This design comes from an exercise in tuning for small area and a short achievable clock period on the open sky130 flow, not from production work.
In this exercise RTL edits were held to simulation tests only and were not proved equivalent to the original.
The clock port is modelled as an ideal driver; clocking choices that lean on that would not hold on a real chip.
Power and IR drop assume default switching activity.

== oak ==
==> flow/design.v (excerpt) <==
module mem_responder_top (
    input  logic       clk,
    input  logic       rst,
    input  logic       req,
    input  logic       we,
    input  logic [7:0] addr,
    input  logic [7:0] wdata,
    output logic [7:0] rdata,
    output logic       ack,
    output logic       err,
    output logic       busy
);
clock: 4.5 ns
lec_check: 0
abc_clock_period_in_ps: 2200
cap_margin: 20
core_margin: 2
core_utilization: 50
cts_buf_list: sky130_fd_sc_hd__clkbuf_8
cts_cluster_diameter: 50
cts_cluster_size: 10
setup_slack_margin: 2.3
slew_margin: 20
tns_end_percent: 0
standard.sh (not shown) runs the stock make flow with config.mk's settings and CLKGATE_MAP_FILE= SYNTH_SCRIPT=/design/flow/synth_recipe.tcl, a recipe that flattens the netlist after the stock synthesis.
==> flow/flow/run.sh <==
#!/bin/bash
# Standard ORFS layout (the standard.sh), with the port buffers made of buf_4 cells
# instead of whatever buffer_ports picks by default (it has been picking delay cells).
set -euo pipefail
bash standard.sh finish 'BUFFER_PORTS_ARGS=-buffer_cell sky130_fd_sc_hd__buf_4' > make_finish.log 2>&1
[inputs] pine vs oak
==> flow/run.sh (new file) <==
#!/bin/bash
# synth_recipe.tcl (not shown) runs the flow's synth.tcl, then flattens the netlist and writes it again
# the make line also repeats each setting of config.mk as NAME=value (left out here)
make -C /OpenROAD-flow-scripts/flow DESIGN_CONFIG=/design/flow/config.mk WORK_HOME=/design/flow/orfs CLKGATE_MAP_FILE= SYNTH_SCRIPT=/design/flow/synth_recipe.tcl finish
diff --git a/flow/config.mk b/flow/config.mk
--- a/flow/config.mk
+++ b/flow/config.mk
@@ -10,7 +10,7 @@
 export CORE_MARGIN = 2
 export CORE_UTILIZATION = 50
-export CTS_BUF_LIST = sky130_fd_sc_hd__clkbuf_8
-export CTS_CLUSTER_DIAMETER = 50
-export CTS_CLUSTER_SIZE = 10
+export CTS_BUF_LIST = sky130_fd_sc_hd__clkbuf_16
+export CTS_CLUSTER_DIAMETER = 60
+export CTS_CLUSTER_SIZE = 24
 export SETUP_SLACK_MARGIN = 2.3
 export SLEW_MARGIN = 20
removed: flow/flow/run.sh
removed: flow/standard.sh
## What came out
The first-pass GRT wire length of pine was superior to that of oak.
Cell area in pine is about 1% above oak.
Kind of path behind the tightest hold check: in -> reg -> oak, reg -> reg -> pine
Measured against each other, pine and oak differ in headroom to the max-slew limit, the higher figure coming from pine.
Hold slack for pine: 120 ps up relative to oak
Part of the power in combinational logic | pine below oak
Input-level comparison between birch and pine:
diff --git a/flow/config.mk b/flow/config.mk
--- a/flow/config.mk
+++ b/flow/config.mk
@@ -10,7 +10,4 @@
 export CORE_MARGIN = 2
 export CORE_UTILIZATION = 50
-export CTS_BUF_LIST = sky130_fd_sc_hd__clkbuf_16
-export CTS_CLUSTER_DIAMETER = 60
-export CTS_CLUSTER_SIZE = 24
 export SETUP_SLACK_MARGIN = 2.3
 export SLEW_MARGIN = 20
## What came out
birch finished every step from synthesis to the final layout, and the layout passed the timing, design-rule and antenna checks. Per the comparison of birch with pine, clock period minus final worst setup slack shows a reduction of 130 ps, overall fraction of global-route tracks in use rose by 0.56 points. birch consumes more power than pine does. Final wirelength, pine and birch: larger value in birch. Compared with pine, number of setup buffers added after CTS in birch increased by more than 10%. birch ends up with a non-clock buffer count that is about 1.2% higher than in pine.
Edits applied to the flow inputs when going from birch to maple:
diff --git a/flow/config.mk b/flow/config.mk
--- a/flow/config.mk
+++ b/flow/config.mk
@@ -6,9 +6,6 @@
 export NUM_CORES = 4
 export LEC_CHECK = 0
-export ABC_CLOCK_PERIOD_IN_PS = 2200
 export CAP_MARGIN = 20
 export CORE_MARGIN = 2
-export CORE_UTILIZATION = 50
-export SETUP_SLACK_MARGIN = 2.3
+export CORE_UTILIZATION = 40
 export SLEW_MARGIN = 20
-export TNS_END_PERCENT = 0
==> comparison <==
- Ratio of cells with drive above 1 in the final layout, maple and birch: larger value in birch
- Non-clock buffer count sits lower in maple than in birch.
- Summary: with birch as the reference, post-placement cell area in maple moved up slightly.
- Density: maple sparser than birch
- Power down 150 µW in maple wrt birch
- Reported leakage power: maple better than birch
- Clock sink count: birch vs maple identical
- Layout clock buffer count went down by a few percent going from birch to maple.
- maple: final critical path time including I/O delays and setup higher than birch
## Diff of input files: cedar against maple
diff --git a/flow/config.mk b/flow/config.mk
--- a/flow/config.mk
+++ b/flow/config.mk
@@ -6,6 +6,12 @@
 export NUM_CORES = 4
 export LEC_CHECK = 0
+export ABC_CLOCK_PERIOD_IN_PS = 2200
 export CAP_MARGIN = 20
 export CORE_MARGIN = 2
-export CORE_UTILIZATION = 40
+export CORE_UTILIZATION = 50
+export CTS_BUF_LIST = sky130_fd_sc_hd__clkbuf_8
+export CTS_CLUSTER_DIAMETER = 50
+export CTS_CLUSTER_SIZE = 10
+export SETUP_SLACK_MARGIN = 2.3
 export SLEW_MARGIN = 20
+export TNS_END_PERCENT = 0
Notes after the runs:
- In the metrics for cedar and maple, the one carrying the higher worst-path maximum fanout is maple.
- cedar against maple: routed wire length higher, static power due to leakage fell by 0.77 nW, wire length per cell went up, met2 layer usage reported by global route moved up, minimum period implied by the final worst setup slack down 490 ps.
- cedar against maple: final worst slack +490 ps, fraction of power consumed by sequential logic now larger.
- Going from maple to cedar, met3 wire length went up by 1100 µm, die area went down by 0.023 mm².

The RTL this note starts from:
==> flow/design.v <==
module mem_responder_top (
    input  logic       clk,
    input  logic       rst,
    input  logic       req,
    input  logic       we,
    input  logic [7:0] addr,
    input  logic [7:0] wdata,
    output logic [7:0] rdata,
    output logic       ack,
    output logic       err,
    output logic       busy
);
    mem_responder #(.DW(8), .AW(8), .DEPTH(200), .WAIT(2)) u_resp (
        .clk(clk), .rst(rst), .req(req), .we(we), .addr(addr), .wdata(wdata),
        .rdata(rdata), .ack(ack), .err(err), .busy(busy));
endmodule

module mem_responder #(
    parameter int DW    = 8,
    parameter int AW    = 8,
    parameter int DEPTH = 256,
    parameter int WAIT  = 2
) (
    input  logic          clk,
    input  logic          rst,
    input  logic          req,
    input  logic          we,
    input  logic [AW-1:0] addr,
    input  logic [DW-1:0] wdata,
    output logic [DW-1:0] rdata,
    output logic          ack,
    output logic          err,
    output logic          busy
);
    localparam int NR = 66;      
    localparam int NG = 5;       
    logic       busy_q, ack_q, err_q;
    logic [1:0] st_q;            
    logic          wr_q, inr_q;
    logic [2:0]    tp_q;         
    logic          w1_q;         
    logic [15:0]   lo_q;
    logic [NG-1:0] gr_q;
    logic [2:0]    xr_q;
    logic [DW-1:0] wdata_q;
    logic [DW-1:0] rdata_q;
    logic [2:0] ph_q;            
    logic       ph2_q;
    logic       wp1_q, pre_q;
    logic [DW-1:0] x2 [2];       
    logic [DW-1:0] t1;           
    logic [DW-1:0] grpb [4];     
    logic [DW-1:0] grpx_q;       
    logic          a_hi, a_inr;
    logic [1:0]    a_word;
    logic [2:0]    a_tp;
    logic [15:0]   a_lo;
    logic [NG-1:0] a_gr;
    logic [2:0]    a_xr;
    assign a_hi  = (addr[7:6] == 2'b11);
    assign a_inr = !a_hi || (addr[5:3] == 3'd0);
    always_comb begin
        for (int i = 0; i < 16; i++) a_lo[i] = (addr[3:0] == 4'(i));
        for (int g = 0; g < 4; g++) a_gr[g] = !a_hi && (addr[5:4] == 2'(g));
        a_gr[4] = a_hi && (addr[5:3] == 3'd0);
        a_xr[0] = (addr[2:0] == 3'd0) || (addr[2:0] == 3'd1) || (addr[2:0] == 3'd2);
        a_xr[1] = (addr[2:0] == 3'd3) || (addr[2:0] == 3'd4) || (addr[2:0] == 3'd5);
        a_xr[2] = (addr[2:0] == 3'd6) || (addr[2:0] == 3'd7);
        if (!a_hi) a_word = addr[7:6];
        else case (addr[2:0])
            3'd0, 3'd3, 3'd6: a_word = 2'd0;
            3'd1, 3'd4, 3'd7: a_word = 2'd1;
            default:          a_word = 2'd2;
        endcase
        case (a_word)
            2'd0:    a_tp = 3'b100;
            2'd1:    a_tp = 3'b010;
            default: a_tp = 3'b001;
        endcase
    end
    logic          stage2, accessing, commit, win, preset;
    logic          at_tap_q, at_next_q;    
    logic          is2_q;                  
    logic [2:0]    xr_sel;
    logic [NR:64]  rsel;
    logic [DW-1:0] rd;
    assign rsel[64] = gr_q[4] && xr_q[0];
    assign rsel[65] = gr_q[4] && xr_q[1];
    assign rsel[66] = gr_q[4] && xr_q[2];
    assign stage2    = busy_q && !ack_q && (st_q == 2'd2);
    assign accessing = busy_q && !ack_q && (st_q == 2'd3);
    assign commit    = accessing && !rst && wr_q;
    assign win       = ((stage2 || accessing) && !rst) || wp1_q;
    assign preset    = wr_q && at_tap_q && win;
    assign xr_sel = busy_q ? xr_q : a_xr;
    logic [DW-1:0] grp_x;
    always_comb begin
        grp_x = '0;
        for (int i = 0; i < 2; i++)
            if (xr_sel[i]) grp_x = grp_x | x2[i];
        if (xr_sel[2]) grp_x = grp_x | t1;
    end
    always_comb begin
        rd = '0;
        for (int g = 0; g < NG; g++)
            if (gr_q[g]) rd = rd | (g < 4 ? grpb[g % 4] : grpx_q);
    end
    logic restore;
    logic [DW-1:0] setd_x;
    assign restore = accessing && rst;
    assign setd_x  = restore ? grpx_q : wdata_q;
    logic [2:0] ph_d, tp_d;
    logic       ph2_d, w1_d, is2_d;
    assign ph_d  = {ph_q[1], ph_q[0], !(ph_q[1] || ph_q[0])};
    assign ph2_d = !ph2_q;
    assign tp_d  = busy_q ? tp_q : a_tp;
    assign w1_d  = busy_q ? w1_q : a_word[0];
    assign is2_d = busy_q ? is2_q : (a_gr[4] && a_xr[2]);
    always_ff @(posedge clk) begin
        at_tap_q  <= is2_d ? (w1_d ^ ph2_d) : |(tp_d & ph_d);
        at_next_q <= is2_d ? !(w1_d ^ ph2_d) : |({tp_d[1:0], tp_d[2]} & ph_d);
        ph_q  <= ph_d;
        ph2_q <= !ph2_q;
        wp1_q <= commit;
        pre_q <= preset;
        grpx_q <= grp_x;
    end
    always_ff @(posedge clk) begin
        if (rst) begin
            busy_q <= 1'b0;
            ack_q  <= 1'b0;
            err_q  <= 1'b0;
            st_q   <= 2'd0;
        end else if (!busy_q) begin
            if (req) begin
                busy_q <= 1'b1;
                st_q   <= 2'd1;
            end
        end else if (!ack_q) begin
            if (st_q == 2'd3) begin
                ack_q <= 1'b1;
                err_q <= !inr_q;
                st_q  <= 2'd0;
            end else begin
                st_q <= st_q + 2'd1;
            end
        end else if (!req) begin
            busy_q <= 1'b0;
            ack_q  <= 1'b0;
            err_q  <= 1'b0;
        end
    end
    always_ff @(posedge clk) begin
        if (!busy_q) begin
            wr_q    <= we && a_inr;
            inr_q   <= a_inr;
            tp_q    <= a_tp;
            w1_q    <= a_word[0];
            is2_q   <= a_gr[4] && a_xr[2];
            lo_q    <= a_lo;
            gr_q    <= a_gr;
            xr_q    <= a_xr;
            wdata_q <= wdata;
        end
    end
    always_ff @(posedge clk) begin
        if (!ack_q && at_next_q) rdata_q <= rd;
    end
    for (genvar g = 0; g < 4; g++) begin : g_bank
        mem_responder_bank #(.DW(DW)) u_bank (
            .clk(clk), .idle(!busy_q), .a_lo(a_lo), .lo_q(lo_q),
            .pre(preset && gr_q[g]), .set(pre_q && gr_q[g]), .restore(restore),
            .wdata_q(wdata_q), .grp_q(grpb[g]));
    end
    for (genvar i = 0; i < 2; i++) begin : g_xring
        mem_responder_ring3 #(.DW(DW)) u_ring (
            .clk(clk), .pre(preset && rsel[64 + i]), .set(pre_q && rsel[64 + i]),
            .nd(~setd_x), .tap(x2[i]));
    end
    mem_responder_ring2 #(.DW(DW)) u_ring2 (
        .clk(clk), .pre(preset && rsel[NR]), .set(pre_q && rsel[NR]), .nd(~setd_x), .tap(t1));
    assign rdata = rdata_q;
    assign ack   = ack_q;
    assign err   = err_q;
    assign busy  = busy_q;
endmodule
module mem_responder_bank #(
    parameter int DW = 8
) (
    input  logic          clk,
    input  logic          idle,
    input  logic [15:0]   a_lo,
    input  logic [15:0]   lo_q,
    input  logic          pre,
    input  logic          set,
    input  logic          restore,
    input  logic [DW-1:0] wdata_q,
    output logic [DW-1:0] grp_q
);
    logic [DW-1:0] tap [16];
    logic [DW-1:0] setd, grp_d;
    logic [15:0]   lo_sel;
    assign setd   = restore ? grp_q : wdata_q;
    assign lo_sel = idle ? a_lo : lo_q;
    for (genvar i = 0; i < 16; i++) begin : g_ring
        mem_responder_ring3 #(.DW(DW)) u_ring (
            .clk(clk), .pre(pre && lo_q[i]), .set(set && lo_q[i]), .nd(~setd), .tap(tap[i]));
    end
    always_comb begin
        grp_d = '0;
        for (int i = 0; i < 16; i++)
            if (lo_sel[i]) grp_d = grp_d | tap[i];
    end
    always_ff @(posedge clk) grp_q <= grp_d;
endmodule
module mem_responder_ring3 #(
    parameter int DW = 8
) (
    input  logic          clk,
    input  logic          pre,
    input  logic          set,
    input  logic [DW-1:0] nd,
    output logic [DW-1:0] tap
);
    logic [DW-1:0] q0, q1, q2;
    always_ff @(posedge clk) begin
        q0 <= ~(q2 | {DW{pre}});
        q1 <= ~(q0 | ({DW{set}} & nd));
        q2 <= q1;
    end
    assign tap = q2;
endmodule
module mem_responder_ring2 #(
    parameter int DW = 8
) (
    input  logic          clk,
    input  logic          pre,
    input  logic          set,
    input  logic [DW-1:0] nd,
    output logic [DW-1:0] tap
);
    logic [DW-1:0] q0, q1;
    always_ff @(posedge clk) begin
        q0 <= ~(q1 | {DW{pre}});
        q1 <= ~(q0 | ({DW{set}} & nd));
    end
    assign tap = q1;
endmodule
Settings: LEC_CHECK=0, ABC_CLOCK_PERIOD_IN_PS=2200, CAP_MARGIN=20, CORE_MARGIN=2, CORE_UTILIZATION=66, CTS_BUF_LIST=sky130_fd_sc_hd__clkbuf_16, CTS_CLUSTER_DIAMETER=60, CTS_CLUSTER_SIZE=24, SETUP_SLACK_MARGIN=2.3, SLEW_MARGIN=20, SYNTH_HIERARCHICAL=1, TNS_END_PERCENT=10; clock period 4.5 ns.
==> flow/flow/run.sh <==
#!/bin/bash
# Standard ORFS layout (the standard.sh), with the port buffers made of buf_4 cells
# instead of whatever buffer_ports picks by default (it has been picking delay cells).
set -euo pipefail
bash standard.sh finish 'BUFFER_PORTS_ARGS=-buffer_cell sky130_fd_sc_hd__buf_4' > make_finish.log 2>&1
Change:
Settings changed: CORE_UTILIZATION 66 to 70.
After rerunning: The changed run ran to the end with no violations. Global-route usage rose by 1.5 points. Total power decreases by 2.3%. Routed wire length goes down by 1.8%.
Change:
Settings changed: CTS_CLUSTER_DIAMETER 60 to 50, CTS_CLUSTER_SIZE 24 to 20.
What happened: Power rises by 12%; non-clock buffer count falls by 7; setup slack loses 76 ps; critical path depth rises by 7.
Change:
Settings changed: CORE_UTILIZATION 70 to 50, CTS_CLUSTER_DIAMETER 50 to 60, CTS_CLUSTER_SIZE 20 to 24.
Result: Setup slack improved by 40 ps; wire length came out higher by 0.77%; hold slack stays flat.
Change:
==> flow/flow/run.sh (replaced) <==
#!/bin/bash
# Standard ORFS layout (the standard.sh), with the port buffers made of buf_4 cells
# instead of whatever buffer_ports picks by default (it has been picking delay cells), and
# an extra setup repair pass at the end of clock tree synthesis (flow/post_cts.tcl).
set -euo pipefail
bash standard.sh finish 'BUFFER_PORTS_ARGS=-buffer_cell sky130_fd_sc_hd__buf_4' \
    "POST_CTS_TCL=$PWD/flow/post_cts.tcl" > make_finish.log 2>&1
==> flow/flow/post_cts.tcl (new file) <==
# Extra setup repair after clock tree synthesis, with a tighter target than the standard
# repair, over more endpoints; then legalize again.
puts "post_cts: extra setup repair"
estimate_parasitics -placement
repair_timing -setup -setup_margin 2.4 -repair_tns 30 -verbose
detailed_placement
check_placement -verbose
Settings changed: CORE_UTILIZATION 50 to 70.
The new run completed with no timing, DRC or antenna violations.
Synthesized area is unchanged.
Critical path depth drops by 7.
Routed wire length decreases by 1.2%.
Worst hold slack gets better by 4.9 ps.
Via count climbs by 3.2%.
Clock power drops by 16%.
Core utilization increases by 21 points.
Change:
==> flow/flow/run.sh (replaced) <==
#!/bin/bash
# Standard ORFS layout (the standard.sh), with the port buffers made of buf_4 cells
# instead of whatever buffer_ports picks by default (it has been picking delay cells).
set -euo pipefail
bash standard.sh finish 'BUFFER_PORTS_ARGS=-buffer_cell sky130_fd_sc_hd__buf_4' > make_finish.log 2>&1
Settings changed: CORE_UTILIZATION 70 to 62.
removed: flow/flow/post_cts.tcl
The changed run passed the timing, design-rule and antenna checks.
Via count went down by 1.4%.
Final area went down by 0.51%.
Clock power went up by 11%.

==> afterwards: timing with drivers on the ports <==
How much do the figures lean on ideal ports? The routed layouts below were timed once more, with nothing changed but the port constraints.
Step 1, drivers: a clkbuf_16 drives clk and a buf_2 each remaining input, both assumed.
Step 2 moves the port delays by t, midway between the first and last clock arrival at a register: inputs arrive t later, outputs are due t later. That takes back most of the time a late clock gives input paths.
Three values: ideal ports, drivers, drivers and shift; two values: the first two.
run	shift t [ns]	setup WS [ns]	slew at the worst register clock pin (ns)
oak	0.929	1.762 / 1.762 / 1.689	0.08 / 0.08
pine	0.759	1.433 / 1.433 / 1.041	0.10 / 0.10
birch	0.810	1.560 / 1.560 / 1.060	0.07 / 0.07
maple	0.830	1.085 / 1.085 / 0.984	0.07 / 0.07
cedar	0.897	1.574 / 1.574 / 1.026	0.08 / 0.08
the first run of note 2	0.728	2.191 / 2.155 / 1.512	0.10 / 0.10
the second run of note 2	0.728	2.232 / 2.163 / 1.505	0.10 / 0.10
the third run of note 2	0.752	2.156 / 2.142 / 1.393	0.08 / 0.08
the fourth run of note 2	0.750	2.196 / 2.133 / 1.451	0.09 / 0.09
the fifth run of note 2	0.734	2.234 / 2.163 / 1.476	0.10 / 0.10
the sixth run of note 2	0.721	2.226 / 2.158 / 1.577	0.10 / 0.10
After both steps every run listed still meets setup and hold. For the third run of note 2, which loses most, drivers alone change the setup slack by -0.014 ns; drivers and shift together by -0.763 ns.
